From an optimization exercise on the open Yosys and OpenROAD flow, aimed at small area, a short achievable clock period and few clock cycles per item; shortcuts taken in it are not production practice. At most, simulation tests tie the RTL to the original design; equivalence was not proved.

## cedar
## rgb_to_hsv_pixel_top
module rgb_to_hsv_pixel_top (
   input  logic        clock,
   input  logic        reset,
   input  logic        pix_valid,
   output logic        pix_ready,
   input  logic [7:0]  pix_red,
   input  logic [7:0]  pix_green,
   input  logic [7:0]  pix_blue,
   output logic        hsv_valid,
   input  logic        hsv_ready,
   output logic [14:0] hsv_hue,
   output logic [7:0]  hsv_saturation,
   output logic [7:0]  hsv_brightness,
   output logic        hsv_is_gray
);
clock: 8.5 ns
lec_check: 0
abc_clock_period_in_ps: 3500
cap_margin: 20
core_margin: 2
core_utilization: 40
setup_slack_margin: 5
slew_margin: 20
run.sh (not shown) runs the stock make flow with config.mk's settings and CLKGATE_MAP_FILE= SYNTH_SCRIPT=/design/flow/synth_recipe.tcl, a recipe that flattens the netlist after the stock synthesis.
## Diff of input files: maple against cedar
-- flow/design.v --
<<< cedar, line 249
   assign hR_38 = hge_37 ? hD_36[7:0] : hT_35[7:0];
   assign hQ_39 = {hQ_34, hge_37};
   assign nd_40 = {s4_dl[7] ^ (|s4_dl[6:0]), s4_dl[6] ^ (|s4_dl[5:0]), s4_dl[5] ^ (|s4_dl[4:0]), s4_dl[4] ^ (|s4_dl[3:0]), s4_dl[3] ^ (|s4_dl[2:0]), s4_dl[2] ^ (|s4_dl[1:0]), s4_dl[1] ^ (|s4_dl[0:0]), s4_dl[0]};
   assign sR_41 = ~nd_40;
   assign hT_42 = {s4_hR, 1'b0};
>>> maple, line 249
   assign hR_38 = hge_37 ? hD_36[7:0] : hT_35[7:0];
   assign hQ_39 = {hQ_34, hge_37};
   assign nd_40 = 8'd0 - s4_dl;
   assign sR_41 = ~nd_40;
   assign hT_42 = {s4_hR, 1'b0};
<<< cedar, line 271
   assign sR_60 = sge_59 ? sD_58[7:0] : sT_57[7:0];
   assign sQ_61 = {sQ_51, sge_59};
   assign nd_62 = {s5_dl[7] ^ (|s5_dl[6:0]), s5_dl[6] ^ (|s5_dl[5:0]), s5_dl[5] ^ (|s5_dl[4:0]), s5_dl[4] ^ (|s5_dl[3:0]), s5_dl[3] ^ (|s5_dl[2:0]), s5_dl[2] ^ (|s5_dl[1:0]), s5_dl[1] ^ (|s5_dl[0:0]), s5_dl[0]};
   assign hT_63 = {s5_hR, 1'b0};
   assign hD_64 = {1'b0, hT_63} - {2'b00, s5_dl};
>>> maple, line 271
   assign sR_60 = sge_59 ? sD_58[7:0] : sT_57[7:0];
   assign sQ_61 = {sQ_51, sge_59};
   assign nd_62 = 8'd0 - s5_dl;
   assign hT_63 = {s5_hR, 1'b0};
   assign hD_64 = {1'b0, hT_63} - {2'b00, s5_dl};
<<< cedar, line 292
   assign sR_81 = sge_80 ? sD_79[7:0] : sT_78[7:0];
   assign sQ_82 = {sQ_72, sge_80};
   assign nd_83 = {s6_dl[7] ^ (|s6_dl[6:0]), s6_dl[6] ^ (|s6_dl[5:0]), s6_dl[5] ^ (|s6_dl[4:0]), s6_dl[4] ^ (|s6_dl[3:0]), s6_dl[3] ^ (|s6_dl[2:0]), s6_dl[2] ^ (|s6_dl[1:0]), s6_dl[1] ^ (|s6_dl[0:0]), s6_dl[0]};
   assign hT_84 = {s6_hR, 1'b0};
   assign hD_85 = {1'b0, hT_84} - {2'b00, s6_dl};
>>> maple, line 292
   assign sR_81 = sge_80 ? sD_79[7:0] : sT_78[7:0];
   assign sQ_82 = {sQ_72, sge_80};
   assign nd_83 = 8'd0 - s6_dl;
   assign hT_84 = {s6_hR, 1'b0};
   assign hD_85 = {1'b0, hT_84} - {2'b00, s6_dl};
<<< cedar, line 313
   assign sR_102 = sge_101 ? sD_100[7:0] : sT_99[7:0];
   assign sQ_103 = {sQ_93, sge_101};
   assign nd_104 = {s7_dl[7] ^ (|s7_dl[6:0]), s7_dl[6] ^ (|s7_dl[5:0]), s7_dl[5] ^ (|s7_dl[4:0]), s7_dl[4] ^ (|s7_dl[3:0]), s7_dl[3] ^ (|s7_dl[2:0]), s7_dl[2] ^ (|s7_dl[1:0]), s7_dl[1] ^ (|s7_dl[0:0]), s7_dl[0]};
   assign hT_105 = {s7_hR, 1'b0};
   assign hD_106 = {1'b0, hT_105} - {2'b00, s7_dl};
>>> maple, line 313
   assign sR_102 = sge_101 ? sD_100[7:0] : sT_99[7:0];
   assign sQ_103 = {sQ_93, sge_101};
   assign nd_104 = 8'd0 - s7_dl;
   assign hT_105 = {s7_hR, 1'b0};
   assign hD_106 = {1'b0, hT_105} - {2'b00, s7_dl};
Notes after the runs:
- The run showing the smaller final design area excluding fillers is cedar.
- Between cedar and maple, the clock tree cell share of total cell area does not differ in any meaningful way.
- Against cedar as the reference, maple delivers a higher die area.
- cedar leaves less setup margin than maple.
- Between cedar and maple, share of the cycle needed by the critical path after routing is lower for maple, cedar comes in above that.
- On area growth from synthesis to layout, the higher figure sits with maple, not cedar.
- Higher diode insertion count for antenna repair was reported by maple, not cedar.
- Total detailed-routing wirelength in maple vs cedar: up 4.9%
- Relative to cedar, the post-synth net total of maple is higher by 45.
- Diff cedar -> maple: register fraction of the total cell area decreased 1.1 points.
No functional check of the RTL was part of any run of this note.

Another version of the RTL of rgb_to_hsv_pixel_top (not shown whole).
Size in the first run: about 2200 cells after synthesis, ~62 I/O pins.
export LEC_CHECK = 0
export ABC_AREA = 1
export CAP_MARGIN = 20
export CORE_MARGIN = 2
export CORE_UTILIZATION = 40
export CTS_CLUSTER_DIAMETER = 80
export CTS_CLUSTER_SIZE = 24
export SETUP_SLACK_MARGIN = 4.75
export SLEW_MARGIN = 20
export TNS_END_PERCENT = 10
create_clock -name core_clock -period 8.5 [get_ports {clock}]
Testbench counts at the start, summed over its fixed seeds: cycles 16,064, items 16,000.
Edit:
--- a/flow/design.v
+++ b/flow/design.v
@@ -7,38 +7,37 @@
    input  logic [7:0]  pix_green,
    input  logic [7:0]  pix_blue,
    output logic        hsv_valid,
    input  logic        hsv_ready,
    output logic [14:0] hsv_hue,
    output logic [7:0]  hsv_saturation,
    output logic [7:0]  hsv_brightness,
    output logic        hsv_is_gray
 );
    logic [0:0] rg_1;
    logic [0:0] rb_2;
    logic [0:0] gb_3;
-   logic v1;
-   logic [7:0] s1_r;
-   logic [7:0] s1_g;
-   logic [7:0] s1_b;
-   logic [0:0] s1_rg;
-   logic [0:0] s1_rb;
-   logic [0:0] s1_gb;
    logic [0:0] isr_4;
    logic [0:0] isg_5;
    logic [1:0] sec_6;
    logic [7:0] mx_7;
    logic [7:0] md_8;
    logic [7:0] mn_9;
    logic [0:0] neg_10;
+   logic v1;
+   logic [1:0] s1_sec;
+   logic [7:0] s1_mx;
+   logic [7:0] s1_md;
+   logic [7:0] s1_mn;
+   logic [0:0] s1_neg;
    logic [7:0] dl_11;
    logic [7:0] d_12;
    logic [11:0] d15_13;
    logic [7:0] hR_14;
    logic [3:0] hL_15;
    logic v2;
    logic [1:0] s2_sec;
    logic [7:0] s2_mx;
    logic [0:0] s2_neg;
    logic [7:0] s2_dl;
    logic [7:0] s2_hR;
    logic [3:0] s2_hL;
@@ -210,33 +209,33 @@
    logic [8:0] lo_134;
    logic [5:0] hi_135;
    logic [0:0] z_136;
    logic [14:0] hue_137;
    logic [7:0] sat_138;
    logic [31:0] res_139;
    logic en;
    logic o_valid;
    logic [31:0] o_res;
    assign rg_1 = pix_red >= pix_green;
    assign rb_2 = pix_red >= pix_blue;
    assign gb_3 = pix_green >= pix_blue;
-   assign isr_4 = s1_rg & s1_rb;
-   assign isg_5 = ~isr_4 & s1_gb;
+   assign isr_4 = rg_1 & rb_2;
+   assign isg_5 = ~isr_4 & gb_3;
    assign sec_6 = {~isr_4 & ~isg_5, isg_5};
-   assign mx_7 = isr_4 ? s1_r : (isg_5 ? s1_g : s1_b);
-   assign md_8 = isr_4 ? (s1_gb ? s1_g : s1_b) : (isg_5 ? (s1_rb ? s1_r : s1_b) : (s1_rg ? s1_r : s1_g));
-   assign mn_9 = isr_4 ? (s1_gb ? s1_b : s1_g) : (isg_5 ? (s1_rb ? s1_b : s1_r) : (s1_rg ? s1_g : s1_r));
-   assign neg_10 = isr_4 ? ~s1_gb : (isg_5 ? s1_rb : ~s1_rg);
-   assign dl_11 = mx_7 - mn_9;
-   assign d_12 = md_8 - mn_9;
+   assign mx_7 = isr_4 ? pix_red : (isg_5 ? pix_green : pix_blue);
+   assign md_8 = isr_4 ? (gb_3 ? pix_green : pix_blue) : (isg_5 ? (rb_2 ? pix_red : pix_blue) : (rg_1 ? pix_red : pix_green));
+   assign mn_9 = isr_4 ? (gb_3 ? pix_blue : pix_green) : (isg_5 ? (rb_2 ? pix_blue : pix_red) : (rg_1 ? pix_green : pix_red));
+   assign neg_10 = isr_4 ? ~gb_3 : (isg_5 ? rb_2 : ~rg_1);
+   assign dl_11 = s1_mx - s1_mn;
+   assign d_12 = s1_md - s1_mn;
    assign d15_13 = {d_12, 4'b0000} - {4'b0000, d_12};
    assign hR_14 = d15_13[11:4];
    assign hL_15 = d15_13[3:0];
    assign hL_16 = s2_hL[2:0];
    assign hT_17 = {s2_hR, s2_hL[3]};
    assign hD_18 = {1'b0, hT_17} - {2'b00, s2_dl};
    assign hge_19 = ~hD_18[9];
    assign hR_20 = hge_19 ? hD_18[7:0] : hT_17[7:0];
    assign hQ_21 = hge_19;
    assign hL_22 = hL_16[1:0];
    assign hT_23 = {hR_20, hL_16[2]};
    assign hD_24 = {1'b0, hT_23} - {2'b00, s2_dl};
@@ -352,41 +351,40 @@
    assign lo_134 = {hQ_122[8] ^ (s7_neg & (|hQ_122[7:0])), hQ_122[7] ^ (s7_neg & (|hQ_122[6:0])), hQ_122[6] ^ (s7_neg & (|hQ_122[5:0])), hQ_122[5] ^ (s7_neg & (|hQ_122[4:0])), hQ_122[4] ^ (s7_neg & (|hQ_122[3:0])), hQ_122[3] ^ (s7_neg & (|hQ_122[2:0])), hQ_122[2] ^ (s7_neg & (|hQ_122[1:0])), hQ_122[1] ^ (s7_neg & (|hQ_122[0:0])), hQ_122[0]};
    assign hi_135 = s7_neg ? (nz_133 ? hn1_132 : hn_131) : hp_130;
    assign z_136 = gray_128 | (((s7_sec == 2'd0) & s7_neg) & ~nz_133 & ~|hQ_122[11:9]);
    assign hue_137 = z_136 ? 15'd0 : {hi_135, lo_134};
    assign sat_138 = gray_128 ? 8'd0 : sQ_127;
    assign res_139 = {hue_137, sat_138, s7_mx, gray_128};
    always_ff @(posedge clock) begin
       if (reset) v1 <= 1'b0;
       else if (en) v1 <= (pix_valid & pix_ready);
    end
    always_ff @(posedge clock) begin
       if (en) begin
-         s1_r <= pix_red;
-         s1_g <= pix_green;
-         s1_b <= pix_blue;
-         s1_rg <= rg_1;
-         s1_rb <= rb_2;
-         s1_gb <= gb_3;
+         s1_sec <= sec_6;
+         s1_mx <= mx_7;
+         s1_md <= md_8;
+         s1_mn <= mn_9;
+         s1_neg <= neg_10;
       end
    end
    always_ff @(posedge clock) begin
       if (reset) v2 <= 1'b0;
       else if (en) v2 <= v1;
    end
    always_ff @(posedge clock) begin
       if (en) begin
-         s2_sec <= sec_6;
-         s2_mx <= mx_7;
-         s2_neg <= neg_10;
+         s2_sec <= s1_sec;
+         s2_mx <= s1_mx;
+         s2_neg <= s1_neg;
          s2_dl <= dl_11;
          s2_hR <= hR_14;
          s2_hL <= hL_15;
       end
    end
    always_ff @(posedge clock) begin
       if (reset) v3 <= 1'b0;
       else if (en) v3 <= v2;
    end
    always_ff @(posedge clock) begin
       if (en) begin
          s3_sec <= s2_sec;
Result: Die area goes down by 0.83%. Fmax went up by 0.56%. Critical path depth does not change. Routed wire length falls by 5.0%. Global-route usage goes down by 0.73 points. Final cell count goes down by 2.3%. Design area falls by 1.7%. Worst hold slack improves by 4.7 ps. Via count came out lower by 2.1%. Synthesized cell count decreases by 2.5%. Clock-buffer cell count decreases by 2. Synthesized area is lower by 0.85%.
Testbench counts after the change, summed over its fixed seeds: cycles 16,064, items 16,000.

## static timing again, ports no longer ideal
The flow's constraints put no driver on any port. The routed layouts listed below were extracted and timed again, unchanged, in two steps.
Step 1: set_driving_cell puts a clkbuf_16 on clock and a buf_2 on each other input, an assumption about the parent block.
Step 2 moves the port delays by t, midway between the first and last clock arrival at a register: inputs arrive t later, outputs are due t later. That takes back most of the time a late clock gives input paths.
Three values: ideal, step 1, step 2; two values: the first two.
run	t (ns)	slack for setup (ns)	worst hold slack (ns)	worst slew at a driven data input, ns	pins driven straight from the clock port
cedar	0.629	4.169 / 4.169 / 4.169	0.408 / 0.408 / 0.408	0.04	1
maple	0.625	4.224 / 4.224 / 4.224	0.416 / 0.416 / 0.416	0.04	1
the first run of note 2	0.596	4.679 / 4.652 / 4.652	0.414 / 0.414 / 0.414	0.03	1
the second run of note 2	0.597	4.700 / 4.680 / 4.223	0.419 / 0.419 / 0.419	0.04	1
After both steps every run listed still meets setup and hold. The setup slack of the second run of note 2, which loses most, moves by -0.020 ns with the drivers and by -0.477 ns with both steps.
